Source: an optimization exercise on an open RTL-to-GDS flow (aim: small area and a short achievable clock period). Production flows keep margins and buffers that such runs may drop.
Function was checked by simulation only, so behaviour that the tests miss may differ from the original.

==> flow/design.v, too long to show whole: its modules and the start of the top module <==
// module fm_fa: 10 lines
// module fm_ha: 9 lines
// module fm_ao22: 9 lines
// module fm_bsel1: 8 lines
// module fm_fa1: 9 lines
// module fm_bsel: 12 lines
// module fm_inv: 1 lines
// module fm_nand2: 1 lines
// module fm_nor2: 1 lines
// module fm_or2: 1 lines
// module fm_nand3: 1 lines
// module fm_nor3: 1 lines
// module fm_xor2: 1 lines
// module fm_xnor2: 1 lines
// module fm_a21oi: 1 lines
// module fm_o21ai: 1 lines
// module fm_mux2i: 1 lines
// module fm_receiver: 2252 lines
module fm_receiver #(
  parameter int FRAME_LEN = 16
) (
  input  logic        ap_clk,
  input  logic        ap_rst_n,
  input  logic        ap_start,
  output logic        ap_done,
  output logic        ap_idle,
  output logic        ap_ready,
  input  logic [31:0] iq_in_V_TDATA,
  input  logic        iq_in_V_TVALID,
  output logic        iq_in_V_TREADY,
  output logic [31:0] audio_out_V_TDATA,
  output logic        audio_out_V_TVALID,
  input  logic        audio_out_V_TREADY,
  output logic [3:0]  led_out_V,
  input  logic [5:0]  s_axi_API_AWADDR,
  input  logic        s_axi_API_AWVALID,
  output logic        s_axi_API_AWREADY,
  input  logic [31:0] s_axi_API_WDATA,
  input  logic        s_axi_API_WVALID,
  output logic        s_axi_API_WREADY,
  output logic [1:0]  s_axi_API_BRESP,
  output logic        s_axi_API_BVALID,
  input  logic        s_axi_API_BREADY,
  input  logic [5:0]  s_axi_API_ARADDR,
  input  logic        s_axi_API_ARVALID,
  output logic        s_axi_API_ARREADY,
  output logic [31:0] s_axi_API_RDATA,
  output logic [1:0]  s_axi_API_RRESP,
  output logic        s_axi_API_RVALID,
  input  logic        s_axi_API_RREADY
);
  // ...
==> flow/flow/run.sh <==
#!/bin/bash
# The standard layout, with the ports buffered by plain buffers instead of the delay cells
# buffer_ports picks by default.
set -euo pipefail
bash standard.sh BUFFER_PORTS_ARGS="-buffer_cell sky130_fd_sc_hd__buf_2" finish > flow_standard.log 2>&1
==> flow/standard.sh <==
#!/bin/bash
# synth_recipe.tcl (not shown) runs the flow's synth.tcl, then flattens the netlist and writes it again
# the make line also repeats each setting of config.mk as NAME=value (left out here)
make -C /OpenROAD-flow-scripts/flow DESIGN_CONFIG=/design/flow/config.mk WORK_HOME=/design/flow/orfs CLKGATE_MAP_FILE= SYNTH_SCRIPT=/design/flow/synth_recipe.tcl "${@:-finish}"
==> flow/config.mk <==
export PLATFORM = sky130hd
export DESIGN_NAME = fm_receiver
export DESIGN_NICKNAME = fm_receiver
export VERILOG_FILES = /design/flow/design.v
export SDC_FILE = /design/flow/constraint.sdc
export NUM_CORES = 4
export LEC_CHECK = 0
export CAP_MARGIN = 20
export CORE_MARGIN = 2
export CORE_UTILIZATION = 40
export SETUP_SLACK_MARGIN = 4.5
export SLEW_MARGIN = 20
export SYNTH_HIERARCHICAL = 1
==> flow/constraint.sdc <==
create_clock -name core_clock -period 11.0 [get_ports {ap_clk}]
set_input_delay 2.2000 -clock core_clock [delete_from_list [all_inputs] [get_ports {ap_clk}]]
set_output_delay 2.2000 -clock core_clock [all_outputs]
set_load 0.01 [all_outputs]
==> results.txt, run 1 <==
- The first global-routing pass estimated 100 mm of wire.
- CTS resizes: 2
* Number of logic inverters in the finished layout: 60
- Number of tap cells added at floorplan: 680
* Fraction of the mapped netlist area in simple logic gates: 0.0940
* Registers with the most flip-flops: cs_p: 32 flops, rdata: 32 flops, sample_count: 32 flops
- Top area cells in the synthesized netlist: sky130_fd_sc_hd__fa_1 (22%), sky130_fd_sc_hd__xor2_1 (12%), sky130_fd_sc_hd__dfrtp_1 (10%)
- Registers represent a cell area share of 0.208.
* Run status: complete, no violations
- Data arrival time of the critical path: a little over 4 ns
- RSZ-0062 raised after global routing: yes
- Number of routed nets with antenna violations: 0
- Number of top-level design ports: 168
- First-pass iteration count of the detailed router: 5
- The number of multi-input combinational cells in the layout is ~1,700.
- The detailed router used layers up to and including met4.
- Final critical-path share of the clock period: 0.575
- Fill cell total of the finished layout: approximately 5,000
- Area Growth Syn to Fin: 10.5%
- The fraction of the mapped netlist area in compound gates came to 0.172.
- The number of antenna violations at the first check in global routing was 0.
* Busiest metal layer after global routing: met2
- Final Hold Slack: between 0.4 and 0.5 ns
- Net count reported at finish: 2,554
- Post-placement worst setup slack: roughly 4.6 ns
- Prevailing post-synth register cell: sky130_fd_sc_hd__dfrtp_1
* Mean cell area of the mapped netlist: 10.3 um^2
- The cell that appears most often on the critical path is sky130_fd_sc_hd__mux2i_1.
- Number of sinks driven by the clock tree: ~190
==> run 2: changes to the inputs <==
--- a/flow/config.mk
+++ b/flow/config.mk
@@ -8,6 +8,6 @@
 export CAP_MARGIN = 20
 export CORE_MARGIN = 2
 export CORE_UTILIZATION = 40
-export SETUP_SLACK_MARGIN = 4.5
+export SETUP_SLACK_MARGIN = 5
 export SLEW_MARGIN = 20
 export SYNTH_HIERARCHICAL = 1
==> run 2 against run 1 <==
  * Worst setup slack better by 0.36 ns
  * Cell count up 0.87%
  * First-iteration DRC count down 4.1%
  * Via count up 0.81%
  * Die area unchanged
  * Fmax up 6.1%
  * Sequential share of layout area down 0.43 points
  * Final area up 2.1%
  * Critical path type is now input port to flop
  * Largest cell class unchanged
  * Highest routed layer unchanged
==> results.txt, run 2 <==
- The number of inserted diodes was 0 (unchanged).
- Clock slew seen by the registers of the worst setup and hold paths: 0.08 ns (about the same)
* Highest achievable clock rate: 168 MHz (was 158 MHz)
- Worst path top cell family by delay: adder cells (was multiplexers)
* Share of synthesized area occupied by flip-flops and latches: 0.230 (unchanged)
- Total of hold buffers inserted after clock tree synthesis: 0 (unchanged)
- Stage delay of the slowest cell on the critical path: 0.58 ns (was 0.63 ns)
- Number of top-level design ports: 168 (unchanged)
- Classification of the worst setup path: input port to flop (was flop to output port)
* Cell variety after synth: 58 (unchanged)
* Leading cell type in the layout, fill and taps excluded: sky130_fd_sc_hd__xor2_1 (unchanged)
- The mean number of vias per cell was 5.82 (was 5.83).
- The post-synthesis cell count is 2,040 (unchanged).
* Half-perimeter wire length of the detailed placement result: 47.0 mm (unchanged)
- Top area cells in the synthesized netlist: sky130_fd_sc_hd__fa_1 (22%), sky130_fd_sc_hd__xor2_1 (12%), sky130_fd_sc_hd__dfrtp_1 (10%) (unchanged).
* Residual DRC count: 0 (unchanged)
- Cell Chain, Critical Path: buf_2 > a22o_1 > xor2_1 > fa_1 > fa_1 > fa_1 > fa_1 > fa_1 > fa_1 > ha_1 (was a21oi_2 > o21ai_1 > a21oi_2 > o21ai_1 > a21oi_2 > mux2i_1 > mux2i_1 > mux2i_1 > mux2i_1 > mux2i_1 > mux2i_1 > buf_2).
- Biggest area consumer among synthesized cells: sky130_fd_sc_hd__fa_1 (unchanged)
- Final hold violations: 0 (unchanged)
- Most numerous cell in the Yosys netlist: sky130_fd_sc_hd__xor2_1 (unchanged)
- The placement-stage worst setup slack is 4.59 ns (unchanged).
- Wire length of the first global-routing pass: 101 mm (was 100 mm)
- Net count reported at finish: 2,579 (was 2,554)
* Total routing usage reported by global routing: 0.242 (was 0.241)
* Crit path max-delay cell type: sky130_fd_sc_hd__fa_1 (was sky130_fd_sc_hd__a21oi_2)
- The clock tree skew after final layout came to 0.0215 ns (was 0.0202 ns).
* Data arrival time of the critical path: 6.18 ns (was 4.12 ns)
- The critical path's most frequent cell is sky130_fd_sc_hd__fa_1 (was sky130_fd_sc_hd__mux2i_1).
* Maximum number of pins on one net before global-route repair: 87 (unchanged)
* Instance area at placement: 22,600 um^2 (unchanged)
* Final setup violating endpoints: 0 (unchanged)
- The post-route non-filler standard cell count came to 2,898 (was 2,873).
- The starting density of the core was 0.407 (unchanged).
- Floorplan Core Area: 51,600 um^2 (unchanged)
- The count of pins over their slew limit came to 0 (unchanged).
- The dominant synthesized flop cell was sky130_fd_sc_hd__dfrtp_1 (unchanged).
* Fraction of layout cells with a size suffix above 1: 0.170 (was 0.144)
- The detailed-route via count is 16,900 (was 16,700).
* TritonCTS clock tree: done (unchanged)
- Time the worst path needs with I/O delays and setup: 5.96 ns (was 6.32 ns)
* Required @ worst endpoint: 11.22 ns (was 8.80 ns)
- The total instance count after detailed placement came to 2,841 (unchanged).
* Initial antenna violation count: 0 (unchanged)
- Seq cells post-synth: 186 (unchanged)
* Number of routed nets with antenna violations: 0 (unchanged)
* Area Growth Syn to Fin: 12.8% (was 10.5%)
- The kind of end point of the critical path is a flop (was output port).
* Clock H-tree levels: 4 (unchanged)
- Total buffers and inverters traversed by the critical path: 1 (unchanged)
* Yosys warning total: 7 (unchanged)
- The die span in x came to 233 um (unchanged).
* Die height: 233 um (unchanged)
* Async S/R FF share, synth: 0.484 (unchanged)
- Count of buffers inserted at the top-level ports: 137 (unchanged)
- The normalized max-slew margin is 0.260 (was 0.254).
* Number of buffers created by CTS: 17 (unchanged)
* Highest net fanout along the worst path: 17 (was 18)
* Registers with the most flip-flops: cs_p: 32 flops, rdata: 32 flops, sample_count: 32 flops (unchanged)
- The post-synthesis instance area is 21,000 um^2 (unchanged).
- Classification of the worst-slack hold path: flop to flop (unchanged)
* DIE AREA: 54,300 um^2 (unchanged)
- The aggregate global routing overflow was 0 (unchanged).
* Final weighted congestion in routability-driven placement: 0.928 (unchanged)
* Final Hold Slack: 0.460 ns (about the same)
- Area of all placed cells without fillers: 23,700 um^2 (was 23,200 um^2)
- The insertion delay of the later-clocked pin in the worst-skew pair came to 0.48 ns (about the same).
* Cell chosen for the clock root: sky130_fd_sc_hd__clkbuf_16 (unchanged)
* Max clock buf depth: 2 (unchanged)
- Highest-count cells in the layout ignoring fill and taps: sky130_fd_sc_hd__xor2_1 (277), sky130_fd_sc_hd__nand2_1 (275), sky130_fd_sc_hd__a22o_1 (240) (was sky130_fd_sc_hd__xor2_1 (280), sky130_fd_sc_hd__nand2_1 (275), sky130_fd_sc_hd__a22o_1 (240)).
* Number of global-route vias before repair: 17,200 (was 17,100)
- Run status: complete, no violations (unchanged)
- Post-detailed-route wirelength per cell: 22.5 um (about the same)
- The slack of the critical path was 5.04 ns (was 4.68 ns).
- Worst Setup Start Kind: input port (was flop)
- The mean instance size in the synthesized netlist came to 10.3 um^2 (unchanged).
- Maxcap violations: 0 (unchanged)
- Leading cell types by count after synthesis: sky130_fd_sc_hd__xor2_1 (284), sky130_fd_sc_hd__nand2_1 (276), sky130_fd_sc_hd__a22o_1 (240) (unchanged).
- Final Util: 0.459 (was 0.450)
- The count of clock tree sinks is 186 (unchanged).
- RSZ-0062 raised after global routing: no (was yes)
* Total Routed Length: 65.2 mm (was 64.6 mm)
- The count of flip-flops with a built-in enable after synthesis is 64 (unchanged).
- The number of rows in the core area is 83 (unchanged).
* Fraction of synthesized cell area taken by the top area cell type: 0.222 (unchanged)
* Violation count after the first detailed-routing iteration: 1,445 (was 1,506)
- Pin slew with the least headroom to its limit: 1.11 ns (was 1.12 ns)
- The number of iterations in the first detailed-routing pass is 5 (unchanged).
- The period utilization came to 0.542 (was 0.575).
- Final-layout setup total negative slack: 0 ns (unchanged)
run 2: cell type report:
class | instances | area, um^2
fill | 4926 | 27900
multi-input combinational | 1730 | 15900
sequential | 186 | 4820
timing repair buffer | 210 | 1290
tap | 680 | 851
clock buffer | 18 | 450
inverter | 60 | 228
clock inverter | 14 | 186
run 2: Yosys stat by module (local to each module, per instance), excerpt:
module,flip-flops and latches,copies in the design,cells inside
fm_xor2,0,20,1
fm_o21ai,0,42,1
fm_receiver,186,1,789
fm_ha,0,47,1
fm_inv,0,9,1
fm_ao22,0,240,1
fm_nand2,0,81,1
fm_mux2i,0,123,1
fm_a21oi,0,57,1
fm_bsel,0,240,1
fm_or2,0,2,1
fm_xnor2,0,22,1
fm_nor2,0,32,1
run 2: what timing repair did:
item | in CTS | in global routing
endpoints found under the setup margin | 32 | 38
pin swaps | 1 | 5
buffers inserted | 2 | 23
gates resized for setup | 25 | 32
run 2: worst reg2reg max path, cell delays in order (launching register included):
cell                      delay [ns]
sky130_fd_sc_hd__dfxtp_1        0.31
sky130_fd_sc_hd__buf_4          0.39
sky130_fd_sc_hd__xor2_2         0.80
sky130_fd_sc_hd__a22o_1         0.29
sky130_fd_sc_hd__xor2_1         0.21
sky130_fd_sc_hd__fa_1           0.47
sky130_fd_sc_hd__fa_1           0.51
sky130_fd_sc_hd__fa_1           0.44
sky130_fd_sc_hd__fa_1           0.48
sky130_fd_sc_hd__fa_1           0.53
sky130_fd_sc_hd__fa_1           0.41
sky130_fd_sc_hd__ha_1           0.28
run 2: path summary, 6_finish.rpt:
| check | slack, ns | start | end | depth (start not counted) |
|---|---|---|---|---|
| max in group asynchronous | 8.56 | ap_rst_n | led_val[3]$_DFFE_PN0P_ | 2 |
| min in group asynchronous | 1.50 | ap_rst_n | rvalid$_DFFE_PN0P_ | 1 |
| setup reg to reg | 5.63 | prev_i[9]$_SDFFE_PP0P_ | cs_p[18]$_DFFE_PP_ | 11 |
| setup / recovery | 5.04 | iq_in_V_TDATA[28] | cs_p[16]$_DFFE_PP_ | 10 |
| hold / removal | 0.46 | prev_i[5]$_SDFFE_PP0P_ | prev_i[5]$_SDFFE_PP0P_ | 2 |
| hold reg to reg | 0.46 | prev_i[5]$_SDFFE_PP0P_ | prev_i[5]$_SDFFE_PP0P_ | 2 |
run 2: metal layers:
layer  up-vias  part of all wire  global-route usage
li1       7495                 -                   -
met1      8461              0.43               0.328
met2       774              0.46               0.387
met3       147             0.084              0.0437
met4         0             0.029              0.0878
met5         -                 0                   0
run 2: logic make-up after synthesis:
group,count (synthesis),share of synthesized area
flops,186,0.230
xor+xnor,362,0.151
fa+ha+maj,288,0.255
simple gates,451,0.0940
buf+inv,127,0.0295
mux,143,0.0691
other cells,2,0.000358
compound gates,481,0.172
==> run 3: changes to the inputs <==
--- a/flow/config.mk
+++ b/flow/config.mk
@@ -7,7 +7,8 @@
 export LEC_CHECK = 0
 export CAP_MARGIN = 20
 export CORE_MARGIN = 2
-export CORE_UTILIZATION = 40
+export CORE_UTILIZATION = 70
+export PLACE_DENSITY = 0.82
 export SETUP_SLACK_MARGIN = 5
 export SLEW_MARGIN = 20
 export SYNTH_HIERARCHICAL = 1
==> run 3 against run 2 <==
  * Fmax is 0.16% higher
  * First-iteration DRC count is 29% higher
  * Worst setup slack better by 0.0094 ns
  * Critical endpoint is now cs_p[15]$_DFFE_PP_
  * Largest cell class unchanged
==> results.txt, run 3 <==
- Run status: complete, no violations (unchanged).
- Final Util: 0.786 (was 0.459)
- Data arrival time of the critical path: 6.13 ns (was 6.18 ns)
* Clock H-tree levels: 4 (unchanged)
- TritonCTS clock tree: done (unchanged)
- Maximum number of pins on one net before global-route repair: 91 (was 87)
- The global-route usage over all layers was 0.405 (was 0.242).
- The clock input transition at the sequential cells of the worst setup and hold paths came to 0.08 ns (about the same).
- Cell Chain, Critical Path: buf_2 > a22o_1 > xor2_1 > fa_1 > fa_1 > fa_1 > fa_1 > fa_1 > fa_1 > ha_1 (unchanged)
- The vertical die dimension is 177 um (was 233 um).
- Synthesized cell area: 21,000 um^2 (unchanged)
* Highest-count cells in the layout ignoring fill and taps: sky130_fd_sc_hd__nand2_1 (275), sky130_fd_sc_hd__xor2_1 (275), sky130_fd_sc_hd__a22o_1 (240) (was sky130_fd_sc_hd__xor2_1 (277), sky130_fd_sc_hd__nand2_1 (275), sky130_fd_sc_hd__a22o_1 (240))
* Number of buffers created by CTS: 17 (unchanged)
- The period utilization is 0.541 (was 0.542).
* Cell variety after synth: 58 (unchanged)
- Cell chosen for the clock root: sky130_fd_sc_hd__clkbuf_16 (unchanged)
- Later-pin clock latency in the skew report: 0.45 ns (was 0.48 ns)
- Post-placement worst setup slack: 4.62 ns (was 4.59 ns)
- The critical path's most frequent cell is sky130_fd_sc_hd__fa_1 (unchanged).
* DIE AREA: 31,400 um^2 (was 54,300 um^2)
- The data required time at the worst endpoint came to 11.18 ns (was 11.22 ns).
- The max-cap violation count is 0 (unchanged).
- The number of inserted diodes came to 0 (unchanged).
- The filler cell count in the final layout came to 2,011 (was 4,926).
- The type of the worst setup path was input port to flop (unchanged).
- The number of nets with antenna violations after detailed routing came to 0 (unchanged).
* Final setup violating endpoints: 0 (unchanged)
- The area share of the largest cell type after synthesis is 0.222 (unchanged).
- Final hold violations: 0 (unchanged)
- The post-synthesis cell count is 2,040 (unchanged).
- Area of all placed cells without fillers: 23,200 um^2 (was 23,700 um^2)
* Violation count after the first detailed-routing iteration: 1,867 (was 1,445)
* Time the worst path needs with I/O delays and setup: 5.95 ns (was 5.96 ns)
- The final HPWL from detailed placement is 45.2 mm (was 47.0 mm).
- The number of iterations in the first detailed-routing pass came to 7 (was 5).
* Max-Slew Margin vs Limit: 0.211 (was 0.260)
* Prevailing post-synth register cell: sky130_fd_sc_hd__dfrtp_1 (unchanged)
- Floorplan Core Area: 29,600 um^2 (was 51,600 um^2)
- Final Worst Setup Slack: 5.05 ns (was 5.04 ns)
- Mean cell area of the mapped netlist: 10.3 um^2 (unchanged)
* Crit path max-delay cell type: sky130_fd_sc_hd__fa_1 (unchanged)
- Total Routed Length: 62.8 mm (was 65.2 mm)
- The number of antenna violations at the first check in global routing came to 0 (unchanged).
- Residual overflow from global routing: 0 (unchanged)
- Multi-input combinational cell area: 15,800 um^2 (was 15,900 um^2)
* Num rows: 63 (was 83)
* Area Growth Syn to Fin: 10.7% (was 12.8%)
- Area occupied by registers: 4820 um^2 (about the same)
* Net count reported at finish: 2,572 (was 2,579)
- Final-layout setup total negative slack: 0 ns (unchanged)
- The clock tree skew after final layout was 0.0288 ns (was 0.0215 ns).
- Post-synth EDFFs: 64 (unchanged)
* Number of sinks driven by the clock tree: 186 (unchanged)
- The number of DRC violations after detailed routing is 0 (unchanged).
- Highest achievable clock rate: 168 MHz (about the same)
- RSZ-0062 raised after global routing: no (unchanged).
* Pin slew with the least headroom to its limit: 1.18 ns (was 1.11 ns)
- Wire length of the first global-routing pass: 96.6 mm (was 101 mm)
* Post-detailed-route wirelength per cell: 24.2 um (was 22.5 um)
* Seq cells post-synth: 186 (unchanged)
- The number of cells on the worst hold path came to 1 (was 2).
* Stage delay of the slowest cell on the critical path: 0.57 ns (was 0.58 ns)
- The maximum count of clock buffers along a single path came to 2 (unchanged).
- Number of global-route vias before repair: 17,500 (was 17,200)
- Leading cell types by count after synthesis: sky130_fd_sc_hd__xor2_1 (284), sky130_fd_sc_hd__nand2_1 (276), sky130_fd_sc_hd__a22o_1 (240) (unchanged).
- Fraction of layout cells with a size suffix above 1: 0.164 (was 0.170)
- The area of placed instances is 22,200 um^2 (was 22,600 um^2).
- The count of pins over their slew limit is 0 (unchanged).
* Async S/R FF share, synth: 0.484 (unchanged)
* Final weighted congestion in routability-driven placement: 0.956 (was 0.928)
* Share of synthesized area occupied by flip-flops and latches: 0.230 (unchanged)
- The mean number of vias per cell was 6.68 (was 5.82).
* Count of buffers inserted at the top-level ports: 137 (unchanged)
* Registers with the most flip-flops: cs_p: 32 flops, rdata: 32 flops, sample_count: 32 flops (unchanged)
- The most instantiated library cell after synthesis was sky130_fd_sc_hd__xor2_1 (unchanged).
- Initial cell density of the core: 0.710 (was 0.407)
* Total number of vias: 17,400 (was 16,900)
- Chip width: 177 um (was 233 um)
- The kind of end point of the critical path is a flop (unchanged).
- Classification of the worst-slack hold path: flop to flop (unchanged)
* Biggest area consumer among synthesized cells: sky130_fd_sc_hd__fa_1 (unchanged)
- The largest fanout of any net on the critical path came to 17 (unchanged).
- The Yosys warning count is 7 (unchanged).
- Worst Setup Start Kind: input port (unchanged)
* Number of top-level design ports: 168 (unchanged)
* Top area cells in the synthesized netlist: sky130_fd_sc_hd__fa_1 (22%), sky130_fd_sc_hd__xor2_1 (12%), sky130_fd_sc_hd__dfrtp_1 (10%) (unchanged)
- The worst reg2reg path depth came to 11 (unchanged).
## run 3: kinds of logic after synthesis
group	count (synthesis)	synth area share
compound gates	481	0.172
xor+xnor	362	0.151
fa+ha+maj	288	0.255
buf+inv	127	0.0295
flops	186	0.230
mux	143	0.0691
other cells	2	0.000358
simple gates	451	0.0940
## run 3: metal layers
layer,part of all wire,track usage,up-vias
li1,-,-,7468
met1,0.37,0.493,8415
met2,0.47,0.664,1207
met3,0.11,0.107,281
met4,0.055,0.210,0
met5,0,0,-
## run 3: repair_timing
action	CTS	global route
hold buffers	0	0
gates resized for setup	20	23
endpoints found under the setup margin	32	38
cloned	0	0
buffers inserted	0	21
endpoints found under the hold margin	0	0
pin swaps	0	3
## run 3: final timing paths
check | from | to | slack (ns)
min reg2reg | out_any$_DFFE_PN0P_ | out_any$_DFFE_PN0P_ | 0.48
min in group asynchronous | ap_rst_n | rdata[22]$_DFFE_PN0P_ | 1.82
max reg2reg | prev_i[1]$_SDFFE_PP0P_ | cs_p[15]$_DFFE_PP_ | 5.42
min | out_any$_DFFE_PN0P_ | out_any$_DFFE_PN0P_ | 0.48
max | iq_in_V_TDATA[25] | cs_p[15]$_DFFE_PP_ | 5.05
max in group asynchronous | ap_rst_n | led_ovr$_DFFE_PN0P_ | 8.64
## run 3: stage by stage
step	hold WS [ns]	cells
6_report	0.481	2601
3_5_place_dp	0.464	2547
4_1_cts	0.485	2579
5_1_grt	0.500	2601
2_1_floorplan	0.439	2043
3_3_place_gp	0.457	2547
## run 3: critical path: cells and delay by family
family,cells,cell delay [ns]
fa+ha+maj,7,3.10
xor+xnor,1,0.22
compound gates,1,0.22
buf+inv,1,0.37
## run 3: layout make-up
cell class	instances	area share
Clock buffer	17	0.0183
Clock inverter	15	0.00942
Inverter	60	0.00980
Multi-Input combinational cell	1730	0.681
Sequential cell	186	0.207
Tap cell	390	0.0210
Timing Repair Buffer	203	0.0534
## run 3: Yosys stat by module (local to each module, per instance), excerpt
module	cells	area, um^2	times used	flip-flops and latches
fm_nor2	1	3.75	32	0
fm_o21ai	1	5.00	42	0
fm_mux2i	1	10.0	123	0
fm_xor2	1	8.76	20	0
fm_bsel	1	8.76	240	0
fm_inv	1	3.75	9	0
fm_ao22	1	8.76	240	0
fm_fa1	5	27.5	5	0
==> run 4: changes to the inputs <==
--- a/flow/config.mk
+++ b/flow/config.mk
@@ -7,8 +7,8 @@
 export LEC_CHECK = 0
 export CAP_MARGIN = 20
 export CORE_MARGIN = 2
-export CORE_UTILIZATION = 70
-export PLACE_DENSITY = 0.82
+export CORE_UTILIZATION = 55
+export PLACE_DENSITY = 0.6
 export SETUP_SLACK_MARGIN = 5
 export SLEW_MARGIN = 20
 export SYNTH_HIERARCHICAL = 1
==> run 4 against run 3 <==
  * Clock-buffer cell count rose by 1
  * Sequential share of layout area decreased by 0.25 points
  * Largest cell class unchanged
==> results.txt, run 4 <==
- Total buffers and inverters traversed by the critical path: 1 (unchanged)
- Worst Setup Start Kind: input port (unchanged)
- Launching point of the worst reg2reg path: prev_i[7]$_SDFFE_PP0P_ (was prev_i[1]$_SDFFE_PP0P_)
* Share of synthesized area occupied by flip-flops and latches: 0.230 (unchanged)
- Initial cell density of the core: 0.557 (was 0.710)
- Cells on worst reg2reg path: 13 (was 11)
- The startpoint of the lowest-slack hold path is prev_i[9]$_SDFFE_PP0P_ (was out_any$_DFFE_PN0P_).
- The clock tree skew after final layout is 0.0235 ns (was 0.0288 ns).
- Total number of vias: 16,700 (was 17,400)
- Pin slew with the least headroom to its limit: 1.07 ns (was 1.18 ns)
* Crit Reg-Reg Endpoint: cs_p[16]$_DFFE_PP_ (was cs_p[15]$_DFFE_PP_)
- Net count reported at finish: 2,577 (was 2,572)
* Final count of pins violating max slew: 0 (unchanged)
- GR Layer Usage met2: 0.533 (was 0.664)
- RSZ-0062 raised after global routing: no (unchanged)
- Logic depth of the worst path, buffers included: 10 (unchanged)
* Async S/R FF share, synth: 0.484 (unchanged)
- Post-detailed-route wirelength per cell: 23.6 um (was 24.2 um)
- Leading cell types by count after synthesis: sky130_fd_sc_hd__xor2_1 (284), sky130_fd_sc_hd__nand2_1 (276), sky130_fd_sc_hd__a22o_1 (240) (unchanged).
* Final weighted congestion in routability-driven placement: 0.936 (was 0.956)
- Busiest metal layer after global routing: met2 (unchanged)
- Registers with the most flip-flops: cs_p: 32 flops, rdata: 32 flops, sample_count: 32 flops (unchanged)
- Diodes inserted: 0 (unchanged)
* Total Routed Length: 64.3 mm (was 62.8 mm)
- Cell variety after synth: 58 (unchanged)
- Number of global-route vias before repair: 16,600 (was 17,500)
- Origin of the worst setup path: iq_in_V_TDATA[24] (was iq_in_V_TDATA[25])
- Highest-count cells in the layout ignoring fill and taps: sky130_fd_sc_hd__nand2_1 (275), sky130_fd_sc_hd__xor2_1 (272), sky130_fd_sc_hd__a22o_1 (240) (was sky130_fd_sc_hd__nand2_1 (275), sky130_fd_sc_hd__xor2_1 (275), sky130_fd_sc_hd__a22o_1 (240)).
* Fraction of layout cells with a size suffix above 1: 0.169 (was 0.164)
- Half-perimeter wire length of the detailed placement result: 46.5 mm (was 45.2 mm)
* M1 GR Usage: 0.449 (was 0.493)
- The post-synthesis instance area is 21,000 um^2 (unchanged).
- The filler cell count in the final layout was 3,285 (was 2,011).
- Data arrival time of the critical path: 6.18 ns (was 6.13 ns)
* Fraction of synthesized cell area taken by the top area cell type: 0.222 (unchanged)
- Top area cells in the synthesized netlist: sky130_fd_sc_hd__fa_1 (22%), sky130_fd_sc_hd__xor2_1 (12%), sky130_fd_sc_hd__dfrtp_1 (10%) (unchanged).
* Highest achievable clock rate: 167 MHz (was 168 MHz)
* Floorplan Core Area: 37,700 um^2 (was 29,600 um^2)
- The insertion delay of the later-clocked pin in the worst-skew pair came to 0.48 ns (was 0.45 ns).
- Met3 Use GR: 0.0574 (was 0.107)
* Number of buffers created by CTS: 17 (unchanged)
- Cell chosen for the clock root: sky130_fd_sc_hd__clkbuf_16 (unchanged)
* Nature of the critical path endpoint: flop (unchanged)
* Post-Synthesis Cells: 2,040 (unchanged)
- The critical-path cell with the highest stage delay is sky130_fd_sc_hd__fa_1 (unchanged).
- The worst min-delay path category is flop to flop (unchanged).
- Count of buffers inserted at the top-level ports: 137 (unchanged)
* Final critical-path share of the clock period: 0.543 (was 0.541)
- The die span in x came to 199 um (was 177 um).
- The number of DRC violations after detailed routing is 0 (unchanged).
- Critical path destination: cs_p[17]$_DFFE_PP_ (was cs_p[15]$_DFFE_PP_)
- The max-cap violation count is 0 (unchanged).
* Vias/cell: 6.11 (was 6.68)
* Required @ worst endpoint: 11.21 ns (was 11.18 ns)
* Final setup violating endpoints: 0 (unchanged)
* Run status: complete, no violations (unchanged)
- Register-to-register setup slack: 5.61 ns (was 5.42 ns)
- Residual overflow from global routing: 0 (unchanged)
- The maximum count of clock buffers along a single path was 2 (unchanged).
- Mean cell area of the mapped netlist: 10.3 um^2 (unchanged)
- The area growth from synthesis to layout came to 12.0% (was 10.7%).
- Prevailing post-synth register cell: sky130_fd_sc_hd__dfrtp_1 (unchanged)
- The gate family responsible for the most delay along the worst path is adder cells (unchanged).
- Cell Chain, Critical Path: buf_2 > a22o_1 > xor2_1 > fa_1 > fa_1 > fa_1 > fa_1 > fa_1 > fa_1 > ha_1 (unchanged).
- The total negative setup slack was 0 ns (unchanged).
* Max-Slew Margin vs Limit: 0.286 (was 0.211)
* Number of routed nets with antenna violations: 0 (unchanged)
* Number of top-level design ports: 168 (unchanged)
- Clock slew seen by the registers of the worst setup and hold paths: 0.08 ns (about the same)
* DIE AREA: 39,800 um^2 (was 31,400 um^2)
- The worst hold slack after final layout is 0.458 ns (was 0.481 ns).
- The library cell used most frequently in the layout, excluding fill and tap cells, is sky130_fd_sc_hd__nand2_1.
* Most Frequent Cell on Critical Path: sky130_fd_sc_hd__fa_1 (unchanged)
- The maximum number of pins on one net before global-route repair is 91 (unchanged).
- The number of rows in the core area is 71 (was 63).
* Total of hold buffers inserted after clock tree synthesis: 0 (unchanged)
* Final hold violations: 0 (unchanged)
- Seq cells post-synth: 186 (unchanged)
- Time the worst path needs with I/O delays and setup: 5.98 ns (was 5.95 ns)
* Die height: 199 um (was 177 um)
- The maximum level of the CTS H-tree was 4 (unchanged).
- First-pass iteration count of the detailed router: 5 (was 7)
- Initial antenna violation count: 0 (unchanged)
- The detailed router's first-iteration violation count came to 1,379 (was 1,867).
- Post-synth EDFFs: 64 (unchanged)
- Yosys warning total: 7 (unchanged)
- Stage delay of the slowest cell on the critical path: 0.54 ns (was 0.57 ns)
- Wire length of the first global-routing pass: 97.8 mm (was 96.6 mm)
* TritonCTS clock tree: done (unchanged)
- Biggest area consumer among synthesized cells: sky130_fd_sc_hd__fa_1 (unchanged)
- The most instantiated library cell after synthesis was sky130_fd_sc_hd__xor2_1 (unchanged).
* Highest net fanout along the worst path: 17 (unchanged)
* Classification of the worst setup path: input port to flop (unchanged)
- The global-route usage over all layers came to 0.330 (was 0.405).
* Number of sinks driven by the clock tree: 186 (unchanged)
## run 4: worst register-to-register path: cells and delay by family (launching register included)
family,cells,cell delay [ns]
buffers and inverters,1,0.25
flip-flops,1,0.91
AO/OA/AOI/OAI,2,0.31
AND/OR/NAND/NOR,2,0.26
adder cells (fa/ha/maj),7,3.25
XOR/XNOR,1,0.16
## run 4: kinds of logic (layout without fill, tap and decap cells)
group	after synthesis	in the layout	synth area share
compound gates	481	481	0.172
mux	143	143	0.0691
xor+xnor	362	362	0.151
flops	186	186	0.230
buf+inv	127	300	0.0295
other cells	2	5	0.000358
fa+ha+maj	288	288	0.255
simple gates	451	451	0.0940
## run 4: repair_timing
item	in CTS	in global routing
setup endpoints to repair	32	38
gates resized for setup	19	45
pin swaps	1	1
setup buffers	4	20
hold endpoints to repair	0	0
cloned	0	0
## run 4: Yosys stat by module (local to each module, per instance), excerpt
module,cells inside,cell area [um^2],times used,flops+latches
fm_mux2i,1,10.0,123,0
fm_fa1,5,27.5,5,0
fm_nand2,1,3.75,81,0
fm_xor2,1,8.76,20,0
fm_fa,1,20.0,233,0
fm_nor3,1,10.0,4,0
fm_nor2,1,3.75,32,0
fm_a21oi,1,8.76,57,0
fm_nand3,1,5.00,10,0
fm_o21ai,1,5.00,42,0
## run 4: metal layers
layer	up-vias	wire length (um)	part of all wire
li1	7478	-	-
met1	8237	26900	0.42
met2	803	30000	0.47
met3	146	5090	0.079
met4	0	2290	0.036
met5	-	0	0
## run 4: final cells by class
type | instances | area, um^2 | share of cell area
multi-input combinational | 1730 | 16000 | 0.678
sequential | 186 | 4820 | 0.205
timing repair buffer | 208 | 1280 | 0.0546
tap | 511 | 639 | 0.0272
clock buffer | 18 | 429 | 0.0182
inverter | 60 | 228 | 0.00968
clock inverter | 14 | 169 | 0.00718
## run 4: worst min path at each step
stage	end	slack (ns)	cells past startpoint
2_1_floorplan	out_mute$_DFFE_PP_	0.44	0
3_3_place_gp	prev_i[9]$_SDFFE_PP0P_	0.44	2
3_5_place_dp	prev_i[9]$_SDFFE_PP0P_	0.45	2
4_1_cts	prev_i[9]$_SDFFE_PP0P_	0.46	2
5_1_grt	prev_i[11]$_SDFFE_PP0P_	0.49	2
6_report	prev_i[9]$_SDFFE_PP0P_	0.46	2
## run 4: per-stage QoR
step                cell area (um^2)  setup slack [ns]  utilization  std cells
finish                         23500              5.02        0.624       2727
global placement               22300              4.59        0.593       2670
CTS                            23100              4.96        0.613       2706
floorplan                      21000              5.16            -       2043
global route                   23500              4.96        0.624       2727
detailed placement             22300              4.58        0.593       2670
==> run 5: changes to the inputs <==
--- a/flow/config.mk
+++ b/flow/config.mk
@@ -7,8 +7,9 @@
 export LEC_CHECK = 0
 export CAP_MARGIN = 20
 export CORE_MARGIN = 2
-export CORE_UTILIZATION = 55
-export PLACE_DENSITY = 0.6
+export CORE_UTILIZATION = 60
+export GPL_TIMING_DRIVEN = 0
+export PLACE_DENSITY = 0.72
 export SETUP_SLACK_MARGIN = 5
 export SLEW_MARGIN = 20
 export SYNTH_HIERARCHICAL = 1
==> run 5 against run 4 <==
  * Still clean on timing, DRC and antenna
  * Clock-buffer cell count shrank 1
  * Sequential share of layout area shrank 0.38 points
  * First-iteration DRC count grew 19%
  * Register-to-register slack lost 0.41 ns
  * Global-route usage grew 2.7 points
  * Critical path type unchanged
  * Critical endpoint is now cs_p[15]$_DFFE_PP_
==> results.txt, run 5 <==
- Residual DRC count: 0 (unchanged)
- The shortest period the worst path allows was 5.98 ns (about the same).
- The reg-to-reg endpoint is cs_p[15]$_DFFE_PP_ (was cs_p[16]$_DFFE_PP_).
- Final setup violating endpoints: 0 (unchanged)
* Hold Path Stages: 1 (was 2)
- Violation count after the first detailed-routing iteration: 1,647 (was 1,379)
- Clock H-tree levels: 4 (unchanged)
- The count of clock tree sinks is 186 (unchanged).
* Worst Hold Path EP: sample_count[31]$_DFFE_PN0P_ (was prev_i[9]$_SDFFE_PP0P_)
- Post-Synthesis Cells: 2,040 (unchanged)
- Run status: complete, no violations (unchanged)
- Biggest area consumer among synthesized cells: sky130_fd_sc_hd__fa_1 (unchanged)
- Final-layout setup total negative slack: 0 ns (unchanged)
- The post-synthesis instance area was 21,000 um^2 (unchanged).
- The normalized max-slew margin was 0.248 (was 0.286).
- Leading cell types by count after synthesis: sky130_fd_sc_hd__xor2_1 (284), sky130_fd_sc_hd__nand2_1 (276), sky130_fd_sc_hd__a22o_1 (240) (unchanged).
* Data arrival time of the critical path: 6.18 ns (about the same)
- Fraction of layout cells with a size suffix above 1: 0.187 (was 0.169)
* Later-pin clock latency in the skew report: 0.47 ns (was 0.48 ns)
- The mean number of vias per cell came to 6.29 (was 6.11).
* Highest-count cells in the layout ignoring fill and taps: sky130_fd_sc_hd__nand2_1 (275), sky130_fd_sc_hd__xor2_1 (266), sky130_fd_sc_hd__a22o_1 (240) (was sky130_fd_sc_hd__nand2_1 (275), sky130_fd_sc_hd__xor2_1 (272), sky130_fd_sc_hd__a22o_1 (240))
- The dominant synthesized flop cell is sky130_fd_sc_hd__dfrtp_1 (unchanged).
- The startpoint of the lowest-slack hold path was sample_count[31]$_DFFE_PN0P_ (was prev_i[9]$_SDFFE_PP0P_).
* Num rows: 68 (was 71)
- The number of placed I/O pins is 168 (unchanged).
- The number of nets with antenna violations after detailed routing was 0 (unchanged).
* Crit path max-delay cell type: sky130_fd_sc_hd__fa_1 (unchanged)
- The period utilization came to 0.543 (about the same).
- The filler cell count in the final layout came to 2,748 (was 3,285).
- Highest achievable clock rate: 167 MHz (about the same)
- Yosys warning total: 7 (unchanged)
* Number of global-route vias before repair: 17,800 (was 16,600)
- Classification of the worst-slack hold path: flop to flop (unchanged)
- The starting density of the core was 0.608 (was 0.557).
- The global-route usage over all layers came to 0.357 (was 0.330).
* Top area cells in the synthesized netlist: sky130_fd_sc_hd__fa_1 (22%), sky130_fd_sc_hd__xor2_1 (12%), sky130_fd_sc_hd__dfrtp_1 (10%) (unchanged)
- Floorplan Core Area: 34,500 um^2 (was 37,700 um^2)
* Chip width: 191 um (was 199 um)
* Final cell count without fillers: 2,729 (was 2,727)
- The CTS tree is done (unchanged).
* Final weighted congestion in routability-driven placement: 0.955 (was 0.936)
* Share of synthesized area occupied by flip-flops and latches: 0.230 (unchanged)
- Final count of pins violating max slew: 0 (unchanged)
- Seq cells post-synth: 186 (unchanged)
- Cell variety after synth: 58 (unchanged)
- The count of flip-flops with a built-in enable after synthesis was 64 (unchanged).
- The critical path's most frequent cell is sky130_fd_sc_hd__fa_1 (unchanged).
* Post-detailed-route wirelength per cell: 23.5 um (was 23.6 um)
- The port buffer count came to 135 (was 137).
* DIE AREA: 36,500 um^2 (was 39,800 um^2)
* Maxcap violations: 0 (unchanged)
* Die height: 191 um (was 199 um)
* Fraction of synthesized cell area taken by the top area cell type: 0.222 (unchanged)
* Registers with the most flip-flops: cs_p: 32 flops, rdata: 32 flops, sample_count: 32 flops (unchanged)
- The mean instance size in the synthesized netlist is 10.3 um^2 (unchanged).
- Pin slew with the least headroom to its limit: 1.13 ns (was 1.07 ns)
* Cell chosen for the clock root: sky130_fd_sc_hd__clkbuf_16 (unchanged)
- The total clock buffers created by CTS is 17 (unchanged).
- The proportion of register bits with asynchronous set or reset after synthesis came to 0.484 (unchanged).
- Cell Count Post-Placement: 2,660 (was 2,670)
- The number of iterations in the first detailed-routing pass was 6 (was 5).
- Final hold violations: 0 (unchanged)
- The clock tree skew after final layout was 0.0309 ns (was 0.0235 ns).
- The launching element type of the critical path is an input port (unchanged).
* Cells on worst reg2reg path: 12 (was 13)
* Cell Chain, Critical Path: buf_2 > a22o_1 > xor2_1 > fa_1 > fa_1 > fa_1 > fa_1 > fa_1 > fa_1 > ha_1 (unchanged)
- RSZ-0062 raised after global routing: no (unchanged)
- The type of the worst setup path is input port to flop (unchanged).
* Residual overflow from global routing: 0 (unchanged)
- The area growth from synthesis to layout was 14.4% (was 12.0%).
- The first-pass GRT wire length came to 98.9 mm (was 97.8 mm).
- The final net count came to 2,635 (was 2,577).
* Initial antenna violation count: 0 (unchanged)
- The delay of the slowest cell on the worst path is 0.53 ns (was 0.54 ns).
- The largest fanout of any net on the critical path is 17 (unchanged).
- The number of inserted diodes was 0 (unchanged).
* Leading cell type in the layout, fill and taps excluded: sky130_fd_sc_hd__nand2_1 (unchanged)
* Nature of the critical path endpoint: flop (unchanged)
- The detailed-route via count came to 17,200 (was 16,700).
- The final HPWL from detailed placement was 48.8 mm (was 46.5 mm).
- The maximum count of clock buffers along a single path is 2 (unchanged).
* Total Routed Length: 64.0 mm (was 64.3 mm)
* Required @ worst endpoint: 11.20 ns (was 11.21 ns)
- Launching point of the worst reg2reg path: prev_i[3]$_SDFFE_PP0P_ (was prev_i[7]$_SDFFE_PP0P_)
* Most numerous cell in the Yosys netlist: sky130_fd_sc_hd__xor2_1 (unchanged)
- Clock slew seen by the registers of the worst setup and hold paths: 0.09 ns (was 0.08 ns)
* Maximum number of pins on one net before global-route repair: 54 (was 91)
run 5: cell counts after synthesis:
No cell type changed its count.
run 5: timing repair:
item / in CTS / in global routing
hold buffers: 0 / 0
endpoints found under the setup margin: 37 / 35
pin swaps: 2 / 2
resized for setup: 29 / 19
buffers inserted: 6 / 30
run 5: per-stage QoR:
step                      area [um^2]  worst slack, ns  hold WS (ns)  utilization
after floorplan                 21000             5.16         0.439            -
after detailed placement        22800             4.65         0.456        0.660
after CTS                       23700             5.01         0.479        0.685
after global placement          22300             3.57         0.457        0.644
final                           24000             5.02         0.477        0.695
after global routing            24000             4.99         0.499        0.695
run 5: layer usage:
metal / part of all wire / global-route usage
met5: 0 / 0
met4: 0.040 / 0.145
met3: 0.087 / 0.0611
met2: 0.48 / 0.608
met1: 0.39 / 0.452
run 5: per-module statistics from Yosys, one instance, submodules excluded, a selection:
module	cell area [um^2]	cells inside
fm_xnor2	8.76	1
fm_or2	6.26	1
fm_receiver	8130	789
fm_nand3	5.00	1
fm_fa1	27.5	5
fm_o21ai	5.00	1
fm_ha	12.5	1
fm_a21oi	8.76	1
run 5: area by class of cell:
cell class | instances | area [um^2] | share of cell area
repair buffers | 199 | 1370 | 0.0568
inverters | 60 | 225 | 0.00938
well taps | 455 | 569 | 0.0237
multi-input cells | 1730 | 16000 | 0.666
clock buffers | 17 | 425 | 0.0177
flip-flops and latches | 186 | 4830 | 0.201
clock inverters | 15 | 219 | 0.00912
plain buffers | 67 | 397 | 0.0165
run 5: how the worst max path moves through the flow:
stage / from / to / slack (ns) / cells after the start
6_report: iq_in_V_TDATA[26] / cs_p[15]$_DFFE_PP_ / 5.02 / 10
5_1_grt: cs_p[16]$_DFFE_PP_ / audio_out_V_TDATA[31] / 4.99 / 15
4_1_cts: cs_g[6]$_DFFE_PP_ / audio_out_V_TDATA[23] / 5.01 / 13
3_5_place_dp: iq_in_V_TDATA[31] / cs_p[16]$_DFFE_PP_ / 4.65 / 10
3_3_place_gp: prev_i[7]$_SDFFE_PP0P_ / cs_p[16]$_DFFE_PP_ / 3.57 / 12
2_1_floorplan: out_shift[4]$_DFFE_PP_ / audio_out_V_TDATA[21] / 5.16 / 12
run 5: critical path, delay by kind of cell:
kind                     cells  cell delay [ns]
AO/OA/AOI/OAI                1             0.24
XOR/XNOR                     1             0.20
adder cells (fa/ha/maj)      7             3.12
buffers and inverters        1             0.39
run 5: cells by family (layout without fill, tap and decap cells):
kind of cell,after synthesis,count (layout),synth area share
compound gates,481,481,0.172
simple gates,451,451,0.0940
xor+xnor,362,362,0.151
fa+ha+maj,288,288,0.255
flops,186,186,0.230
mux,143,143,0.0691
buf+inv,127,358,0.0295
other cells,2,5,0.000358
==> run 6: changes to the inputs <==
--- a/flow/config.mk
+++ b/flow/config.mk
@@ -8,7 +8,6 @@
 export CAP_MARGIN = 20
 export CORE_MARGIN = 2
 export CORE_UTILIZATION = 60
-export GPL_TIMING_DRIVEN = 0
 export PLACE_DENSITY = 0.72
 export SETUP_SLACK_MARGIN = 5
 export SLEW_MARGIN = 20
==> run 6 against run 5 <==
  * Wire length is 2.7% lower
  * Cell count is 1.8% lower
  * Non-clock buffer count is 50 lower
  * Synthesized area stayed put
  * Clock skew is 0.0084 ns lower
==> results.txt, run 6 <==
* Total routing usage reported by global routing: 0.347 (was 0.357)
- The area growth from synthesis to layout is 11.6% (was 14.4%).
- Fill cell total of the finished layout: 2,755 (was 2,748)
* Final-layout setup total negative slack: 0 ns (unchanged)
- Final setup violating endpoints: 0 (unchanged)
* Biggest area consumer among synthesized cells: sky130_fd_sc_hd__fa_1 (unchanged)
- The share of post-route cells with drive strength above 1 was 0.170 (was 0.187).
* Post-detailed-route wirelength per cell: 23.2 um (was 23.5 um)
- The maximum level of the CTS H-tree is 4 (unchanged).
- The clock input transition at the sequential cells of the worst setup and hold paths was 0.08 ns (was 0.09 ns).
* Worst Setup Start Kind: input port (unchanged)
* Stage delay of the slowest cell on the critical path: 0.51 ns (was 0.53 ns)
- Top area cells in the synthesized netlist: sky130_fd_sc_hd__fa_1 (22%), sky130_fd_sc_hd__xor2_1 (12%), sky130_fd_sc_hd__dfrtp_1 (10%) (unchanged)
- Max-Slew Margin vs Limit: 0.273 (was 0.248)
- Residual overflow from global routing: 0 (unchanged)
- The starting density of the core is 0.608 (unchanged).
- Final cell count without fillers: 2,680 (was 2,729)
* Final weighted congestion in routability-driven placement: 0.974 (was 0.955)
- The root cell of the clock tree was sky130_fd_sc_hd__clkbuf_16 (unchanged).
- The Yosys warning count came to 7 (unchanged).
- Crit path max-delay cell type: sky130_fd_sc_hd__fa_1 (unchanged)
- The area share of the largest cell type after synthesis came to 0.222 (unchanged).
- The most common library cell in the layout ignoring fill and taps is sky130_fd_sc_hd__xor2_1 (was sky130_fd_sc_hd__nand2_1).
- Final critical-path share of the clock period: 0.538 (was 0.543)
- Prevailing post-synth register cell: sky130_fd_sc_hd__dfrtp_1 (unchanged)
- The post-synthesis register bit count came to 186 (unchanged).
- Total Routed Length: 62.3 mm (was 64.0 mm)
* Final Hold Slack: 0.458 ns (was 0.477 ns)
- Most Frequent Cell on Critical Path: sky130_fd_sc_hd__fa_1 (unchanged)
- The actual transition at the worst max-transition pin was 1.09 ns (was 1.13 ns).
- Initial antenna violation count: 0 (unchanged)
* RSZ-0062 raised after global routing: no (unchanged)
- Time the worst path needs with I/O delays and setup: 5.92 ns (was 5.98 ns)
* Total of hold buffers inserted after clock tree synthesis: 0 (unchanged)
- Count of buffers inserted at the top-level ports: 137 (was 135)
- The post-synthesis cell count came to 2,040 (unchanged).
* Number of global-route vias before repair: 17,100 (was 17,800)
- Maximum number of pins on one net before global-route repair: 84 (was 54)
- The mean instance size in the synthesized netlist was 10.3 um^2 (unchanged).
- Cell Chain, Critical Path: buf_2 > a22o_1 > xor2_1 > fa_1 > fa_1 > fa_1 > fa_1 > fa_1 > fa_1 > ha_1 (unchanged).
- The data required time at the worst endpoint is 11.20 ns (about the same).
- Post-synth EDFFs: 64 (unchanged)
- Registers with the most flip-flops: cs_p: 32 flops, rdata: 32 flops, sample_count: 32 flops (unchanged).
- Number of top-level design ports: 168 (unchanged)
- Max clock buf depth: 2 (unchanged)
* Highest net fanout along the worst path: 17 (unchanged)
- Net count reported at finish: 2,585 (was 2,635)
- The core footprint was 34,500 um^2 (unchanged).
* Die height: 191 um (unchanged)
- Chip width: 191 um (unchanged)
* Worst path top cell family by delay: adder cells (unchanged)
* Clock Skew: 0.0226 ns (was 0.0309 ns)
- The worst min-delay path category was flop to flop (unchanged).
- The first-pass GRT wire length was 96.5 mm (was 98.9 mm).
- The detailed router's first-iteration violation count was 1,572 (was 1,647).
* Post-placement worst setup slack: 4.65 ns (about the same)
* Highest achievable clock rate: 169 MHz (was 167 MHz)
- The total instance count after detailed placement was 2,616 (was 2,660).
- The cell area after layout was 23,400 um^2 (was 24,000 um^2).
* Cell variety after synth: 58 (unchanged)
- Maxcap violations: 0 (unchanged)
* Instance area at placement: 22,300 um^2 (was 22,800 um^2)
* Synthesized cell area: 21,000 um^2 (unchanged)
* Later-pin clock latency in the skew report: 0.47 ns (about the same)
* Vias/cell: 6.31 (was 6.29)
- Run status: complete, no violations (unchanged)
- The proportion of register bits with asynchronous set or reset after synthesis is 0.484 (unchanged).
* DIE AREA: 36,500 um^2 (unchanged)
- The number of DRC violations after detailed routing was 0 (unchanged).
* Number of sinks driven by the clock tree: 186 (unchanged)
* Half-perimeter wire length of the detailed placement result: 45.0 mm (was 48.8 mm)
- Most numerous cell in the Yosys netlist: sky130_fd_sc_hd__xor2_1 (unchanged)
- Num rows: 68 (unchanged)
- First-pass iteration count of the detailed router: 7 (was 6)
* Final Worst Setup Slack: 5.08 ns (was 5.02 ns)
- The total clock buffers created by CTS came to 17 (unchanged).
- The worst path arrival time is 6.12 ns (was 6.18 ns).
* Total number of vias: 16,900 (was 17,200)
* Nature of the critical path endpoint: flop (unchanged)
- The CTS tree is done (unchanged).
- The number of hold violations in the final report was 0 (unchanged).
- Total buffers and inverters traversed by the critical path: 1 (unchanged)
* Final Util: 0.678 (was 0.695)
* Classification of the worst setup path: input port to flop (unchanged)
* Final count of pins violating max slew: 0 (unchanged)
* Share of synthesized area occupied by flip-flops and latches: 0.230 (unchanged)
* Number of routed nets with antenna violations: 0 (unchanged)
- Highest-count cells in the layout ignoring fill and taps: sky130_fd_sc_hd__xor2_1 (277), sky130_fd_sc_hd__nand2_1 (275), sky130_fd_sc_hd__a22o_1 (240) (was sky130_fd_sc_hd__nand2_1 (275), sky130_fd_sc_hd__xor2_1 (266), sky130_fd_sc_hd__a22o_1 (240)).
- Leading cell types by count after synthesis: sky130_fd_sc_hd__xor2_1 (284), sky130_fd_sc_hd__nand2_1 (276), sky130_fd_sc_hd__a22o_1 (240) (unchanged).
-- run 6: cell counts after synthesis --
Identical to the previous run, type by type.
-- run 6: final timing paths --
check                                  startpoint                     end  slack [ns]  cells after the start
max reg2reg                prev_i[1]$_SDFFE_PP0P_      cs_p[17]$_DFFE_PP_        5.66                     12
min in group asynchronous                ap_rst_n      axi_live$_DFF_PN0_        1.54                      1
max in group asynchronous                ap_rst_n    rdata[7]$_DFFE_PN0P_        8.51                      2
max                             iq_in_V_TDATA[22]      cs_p[17]$_DFFE_PP_        5.08                     10
min reg2reg                prev_i[9]$_SDFFE_PP0P_  prev_i[9]$_SDFFE_PP0P_        0.46                      2
min                        prev_i[9]$_SDFFE_PP0P_  prev_i[9]$_SDFFE_PP0P_        0.46                      2
-- run 6: final cells by class --
type | instances | area, um^2 | area share
repair buffers | 216 | 1320 | 0.0562
well taps | 455 | 569 | 0.0243
diodes | 1 | 2.50 | 0.000107
flip-flops and latches | 186 | 4820 | 0.206
multi-input cells | 1730 | 15900 | 0.677
inverters | 60 | 228 | 0.00972
clock inverters | 15 | 205 | 0.00876
clock buffers | 17 | 425 | 0.0182
-- run 6: cell families after synthesis --
family                   share of synthesized area
AO/OA/AOI/OAI                                0.172
XOR/XNOR                                     0.151
adder cells (fa/ha/maj)                      0.255
buffers and inverters                       0.0295
flip-flops                                   0.230
multiplexers                                0.0691
other                                     0.000358
AND/OR/NAND/NOR                             0.0940
-- run 6: Yosys stat by module, one instance, submodules excluded, a selection --
module	times used	cells inside	area [um^2]	flops+latches
fm_xnor2	22	1	8.76	0
fm_ao22	240	1	8.76	0
fm_xor2	20	1	8.76	0
fm_ha	47	1	12.5	0
fm_nor3	4	1	10.0	0
fm_bsel1	32	2	12.5	0
fm_nand3	10	1	5.00	0
fm_nand2	81	1	3.75	0
fm_bsel	240	1	8.76	0
fm_mux2i	123	1	10.0	0
fm_or2	2	1	6.26	0
fm_o21ai	42	1	5.00	0
-- run 6: timing repair --
action / in CTS / in global routing
endpoints found under the hold margin: 0 / 0
gates resized for setup: 25 / 20
gates cloned: 0 / 0
endpoints found under the setup margin: 32 / 33
pin swaps: 1 / 2
setup buffers: 1 / 29
-- run 6: metal layers --
layer / track usage / vias to the layer above / part of all wire / routed length [um]
met5: 0 / - / 0 / 0
met4: 0.144 / 0 / 0.043 / 2650
met3: 0.0784 / 217 / 0.097 / 6070
met2: 0.568 / 947 / 0.47 / 29200
met1: 0.446 / 8229 / 0.39 / 24400
li1: - / 7507 / - / -
-- run 6: worst reg2reg max path, delay by kind of cell, from the launching register on --
family          cells  cell delay [ns]
flops               1             0.31
fa+ha+maj           7             3.03
xor+xnor            1             0.21
compound gates      1             0.27
buf+inv             2             0.44
simple gates        1             0.83
==> run 7: changes to the inputs <==
--- a/flow/config.mk
+++ b/flow/config.mk
@@ -8,6 +8,8 @@
 export CAP_MARGIN = 20
 export CORE_MARGIN = 2
 export CORE_UTILIZATION = 60
+export CTS_CLUSTER_DIAMETER = 150
+export CTS_CLUSTER_SIZE = 40
 export PLACE_DENSITY = 0.72
 export SETUP_SLACK_MARGIN = 5
 export SLEW_MARGIN = 20
==> run 7 against run 6 <==
  * Clock-buffer cell count unchanged
  * Highest routed layer unchanged
  * Clock skew unchanged
  * Non-clock buffer count unchanged
  * Via count unchanged
  * Critical endpoint unchanged
  * Fmax unchanged
  * Sequential share of layout area did not move
==> results.txt, run 7 <==
* Number of sinks driven by the clock tree: 186 (unchanged)
- The first-pass GRT wire length came to 96.5 mm (unchanged).
* Met1 Routed Length: 24.4 mm (unchanged)
- The number of global-route vias before repair came to 17,100 (unchanged).
* Logic depth of the worst path, buffers included: 10 (unchanged)
* Share of synthesized area occupied by flip-flops and latches: 0.230 (unchanged)
- Yosys warning total: 7 (unchanged)
- Final Util: 0.678 (unchanged)
* Area Growth Syn to Fin: 11.6% (unchanged)
* Residual DRC count: 0 (unchanged)
* TritonCTS clock tree: done (unchanged)
- The period utilization was 0.538 (unchanged).
* Most Frequent Cell on Critical Path: sky130_fd_sc_hd__fa_1 (unchanged)
- The detailed router's first-iteration violation count is 1,572 (unchanged).
* Number of routed nets with antenna violations: 0 (unchanged)
* Async S/R FF share, synth: 0.484 (unchanged)
- RSZ-0062 raised after global routing: no (unchanged).
- Residual overflow from global routing: 0 (unchanged)
- The data required time at the worst endpoint was 11.20 ns (about the same).
- Number of buffers created by CTS: 17 (unchanged)
- Final count of pins violating max slew: 0 (unchanged)
- Fraction of layout cells with a size suffix above 1: 0.170 (unchanged)
* Maximum number of pins on one net before global-route repair: 84 (unchanged)
- The mean number of vias per cell is 6.31 (unchanged).
- Registers with the most flip-flops: cs_p: 32 flops, rdata: 32 flops, sample_count: 32 flops (unchanged)
- Clock Skew: 0.0226 ns (unchanged)
* Critical path destination: cs_p[17]$_DFFE_PP_ (unchanged)
- The number of rows in the core area was 68 (unchanged).
* Cell Chain, Critical Path: buf_2 > a22o_1 > xor2_1 > fa_1 > fa_1 > fa_1 > fa_1 > fa_1 > fa_1 > ha_1 (unchanged)
* Classification of the worst setup path: input port to flop (unchanged)
* Data arrival time of the critical path: 6.12 ns (about the same)
- Origin of the worst setup path: iq_in_V_TDATA[22] (unchanged)
* Floorplan Core Area: 34,500 um^2 (unchanged)
* Count of buffers inserted at the top-level ports: 137 (unchanged)
* Highest net fanout along the worst path: 17 (unchanged)
- Final setup violating endpoints: 0 (unchanged)
- Mean cell area of the mapped netlist: 10.3 um^2 (unchanged)
- Total length of routed met2 wires: 29.2 mm (unchanged)
- Detail Route met3 WL: 6.07 mm (unchanged)
- The detailed-route via count is 16,900 (unchanged).
- Seq cells post-synth: 186 (unchanged)
* Most numerous cell in the Yosys netlist: sky130_fd_sc_hd__xor2_1 (unchanged)
- The number of hold violations in the final report came to 0 (unchanged).
- Total Routed Length: 62.3 mm (unchanged)
- Post-Synthesis Cells: 2,040 (unchanged)
- Nature of the critical path endpoint: flop (unchanged)
- Clock H-tree levels: 4 (unchanged)
- The global-route usage over all layers is 0.347 (unchanged).
- Maxcap violations: 0 (unchanged)
* Post-synth EDFFs: 64 (unchanged)
* First-pass iteration count of the detailed router: 7 (unchanged)
- The launching element type of the critical path is an input port (unchanged).
- Max-Slew Margin vs Limit: 0.273 (unchanged)
- The delay of the slowest cell on the worst path is 0.51 ns (about the same).
- Chip width: 191 um (unchanged)
- Synthesized cell area: 21,000 um^2 (unchanged)
* Die height: 191 um (unchanged)
- Later-pin clock latency in the skew report: 0.47 ns (about the same)
- Initial antenna violation count: 0 (unchanged)
- Highest achievable clock rate: 169 MHz (unchanged)
- The area share of the largest cell type after synthesis came to 0.222 (unchanged).
- Cell chosen for the clock root: sky130_fd_sc_hd__clkbuf_16 (unchanged)
* Top Metal Used: met4 (unchanged)
- The cell taking the most area after synthesis is sky130_fd_sc_hd__fa_1 (unchanged).
- The gate family responsible for the most delay along the worst path is adder cells (unchanged).
- Total of hold buffers inserted after clock tree synthesis: 0 (unchanged)
* Top area cells in the synthesized netlist: sky130_fd_sc_hd__fa_1 (22%), sky130_fd_sc_hd__xor2_1 (12%), sky130_fd_sc_hd__dfrtp_1 (10%) (unchanged)
* Max clock buf depth: 2 (unchanged)
- Time the worst path needs with I/O delays and setup: 5.92 ns (unchanged)
- Run status: complete, no violations (unchanged)
- The reg-to-reg endpoint is cs_p[17]$_DFFE_PP_ (unchanged).
- Cells on worst reg2reg path: 12 (unchanged)
- Leading cell type in the layout, fill and taps excluded: sky130_fd_sc_hd__xor2_1 (unchanged)
- The actual transition at the worst max-transition pin is 1.09 ns (unchanged).
- The final RePlAce weighted congestion came to 0.974 (unchanged).
* Net count reported at finish: 2,585 (unchanged)
* Final-layout setup total negative slack: 0 ns (unchanged)
- Initial cell density of the core: 0.608 (unchanged)
- Clock slew seen by the registers of the worst setup and hold paths: 0.08 ns (about the same)
- The worst reg2reg path startpoint is prev_i[1]$_SDFFE_PP0P_ (unchanged).
* Classification of the worst-slack hold path: flop to flop (unchanged)
* Fill cell total of the finished layout: 2,755 (unchanged)
- The dominant synthesized flop cell was sky130_fd_sc_hd__dfrtp_1 (unchanged).
* Post-detailed-route wirelength per cell: 23.2 um (unchanged)
- Highest-count cells in the layout ignoring fill and taps: sky130_fd_sc_hd__xor2_1 (277), sky130_fd_sc_hd__nand2_1 (275), sky130_fd_sc_hd__a22o_1 (240) (unchanged).
* Crit path max-delay cell type: sky130_fd_sc_hd__fa_1 (unchanged)
* DIE AREA: 36,500 um^2 (unchanged)
- Cell variety after synth: 58 (unchanged)
* Half-perimeter wire length of the detailed placement result: 45.0 mm (unchanged)
* Number of top-level design ports: 168 (unchanged)
* Leading cell types by count after synthesis: sky130_fd_sc_hd__xor2_1 (284), sky130_fd_sc_hd__nand2_1 (276), sky130_fd_sc_hd__a22o_1 (240) (unchanged)
- Total buffers and inverters traversed by the critical path: 1 (unchanged)
-- run 7: cell counts in the layout (fill, tap and decap cells not counted) --
Identical to the previous run, type by type.
-- run 7: cell type report --
type                       count  area (um^2)  share of cell area
clock inverter                15          205             0.00876
clock buffer                  17          425              0.0182
timing repair buffer         216         1320              0.0562
sequential                   186         4820               0.206
multi-input combinational   1730        15900               0.677
inverter                      60          228             0.00972
antenna                        1         2.50            0.000107
tap                          455          569              0.0243
-- run 7: kinds of logic (layout without fill, tap and decap cells) --
kind of cell	Yosys count	count (layout)	share of synthesized area
AND/OR/NAND/NOR	451	451	0.0940
other	2	6	0.000358
flip-flops	186	186	0.230
buffers and inverters	127	308	0.0295
multiplexers	143	143	0.0691
adder cells (fa/ha/maj)	288	288	0.255
XOR/XNOR	362	362	0.151
AO/OA/AOI/OAI	481	481	0.172
-- run 7: how the worst min path moves through the flow --
stage	startpoint	end	cells past startpoint
6_report	prev_i[9]$_SDFFE_PP0P_	prev_i[9]$_SDFFE_PP0P_	2
5_1_grt	sample_count[31]$_DFFE_PN0P_	sample_count[31]$_DFFE_PN0P_	1
4_1_cts	prev_i[9]$_SDFFE_PP0P_	prev_i[9]$_SDFFE_PP0P_	2
3_5_place_dp	prev_i[9]$_SDFFE_PP0P_	prev_i[9]$_SDFFE_PP0P_	2
3_3_place_gp	prev_i[7]$_SDFFE_PP0P_	prev_i[7]$_SDFFE_PP0P_	2
2_1_floorplan	mute$_DFFE_PN0P_	out_mute$_DFFE_PP_	0
-- run 7: routing by layer --
metal  track usage  vias up
li1              -     7507
met1         0.446     8229
met2         0.568      947
met3        0.0784      217
met4         0.144        0
met5             0        -
-- run 7: per-module statistics from Yosys (local to each module, per instance), excerpt --
module	area [um^2]	cells inside
fm_nand2	3.75	1
fm_fa1	27.5	5
fm_mux2i	10.0	1
fm_inv	3.75	1
fm_fa	20.0	1
fm_ha	12.5	1
fm_o21ai	5.00	1
fm_or2	6.26	1
fm_ao22	8.76	1
fm_receiver	8130	789
fm_nor3	10.0	1
fm_xnor2	8.76	1
fm_nor2	3.75	1
fm_xor2	8.76	1
-- run 7: repair_timing --
item,CTS,global route
resized for setup,25,20
endpoints found under the setup margin,32,33
pin swaps,1,2
setup buffers,1,29
-- run 7: worst reg2reg max path: stages, from the launching register on --
cell and delay [ns]:
sky130_fd_sc_hd__dfxtp_1 0.31, sky130_fd_sc_hd__buf_4 0.31, sky130_fd_sc_hd__inv_1 0.13, sky130_fd_sc_hd__nor2_1 0.83, sky130_fd_sc_hd__a22o_1 0.27, sky130_fd_sc_hd__xor2_1 0.21, sky130_fd_sc_hd__fa_1 0.45, sky130_fd_sc_hd__fa_1 0.44
sky130_fd_sc_hd__fa_1 0.50, sky130_fd_sc_hd__fa_1 0.40, sky130_fd_sc_hd__fa_1 0.51, sky130_fd_sc_hd__fa_1 0.44, sky130_fd_sc_hd__ha_1 0.29
-- run 7: metrics by stage --
stage,std cells,instance area (um^2),hold slack (ns),worst slack (ns)
floorplan,2043,21000,0.439,5.16
global placement,2616,22300,0.442,4.65
detailed placement,2616,22300,0.447,4.65
CTS,2649,23100,0.459,4.97
global route,2679,23400,0.492,4.99
finish,2680,23400,0.458,5.08

[re-timing with driven ports]
In the flow no input, the clock included, has a driving cell. The finished layouts below were timed again as built, in two steps.
Step 1: set_driving_cell puts a clkbuf_16 on ap_clk and a buf_2 on each other input, an assumption about the parent block.
Step 2 also shifts input and output timing later by t, the mid clock arrival at the registers, as if the neighbouring blocks saw the same clock.
Slacks: no drivers / after step 1 / after step 2; pairs: no drivers / after step 1.
run | t, ns | setup WS [ns] | worst data-port slew with drivers (ns)
run 1 | 0.528 | 4.676 / 4.622 / 4.511 | 0.04
run 2 | 0.526 | 5.038 / 5.067 / 4.545 | 0.04
run 3 | 0.494 | 5.047 / 5.054 / 4.585 | 0.07
run 4 | 0.522 | 5.023 / 5.056 / 4.533 | 0.07
run 5 | 0.512 | 5.024 / 5.061 / 4.548 | 0.07
run 6 | 0.512 | 5.083 / 5.109 / 4.608 | 0.08
run 7 | 0.512 | 5.083 / 5.109 / 4.608 | 0.08
After both steps every run listed still meets setup and hold. The setup slack of run 2, which loses most, moves by +0.029 ns with the drivers and by -0.493 ns with both steps.
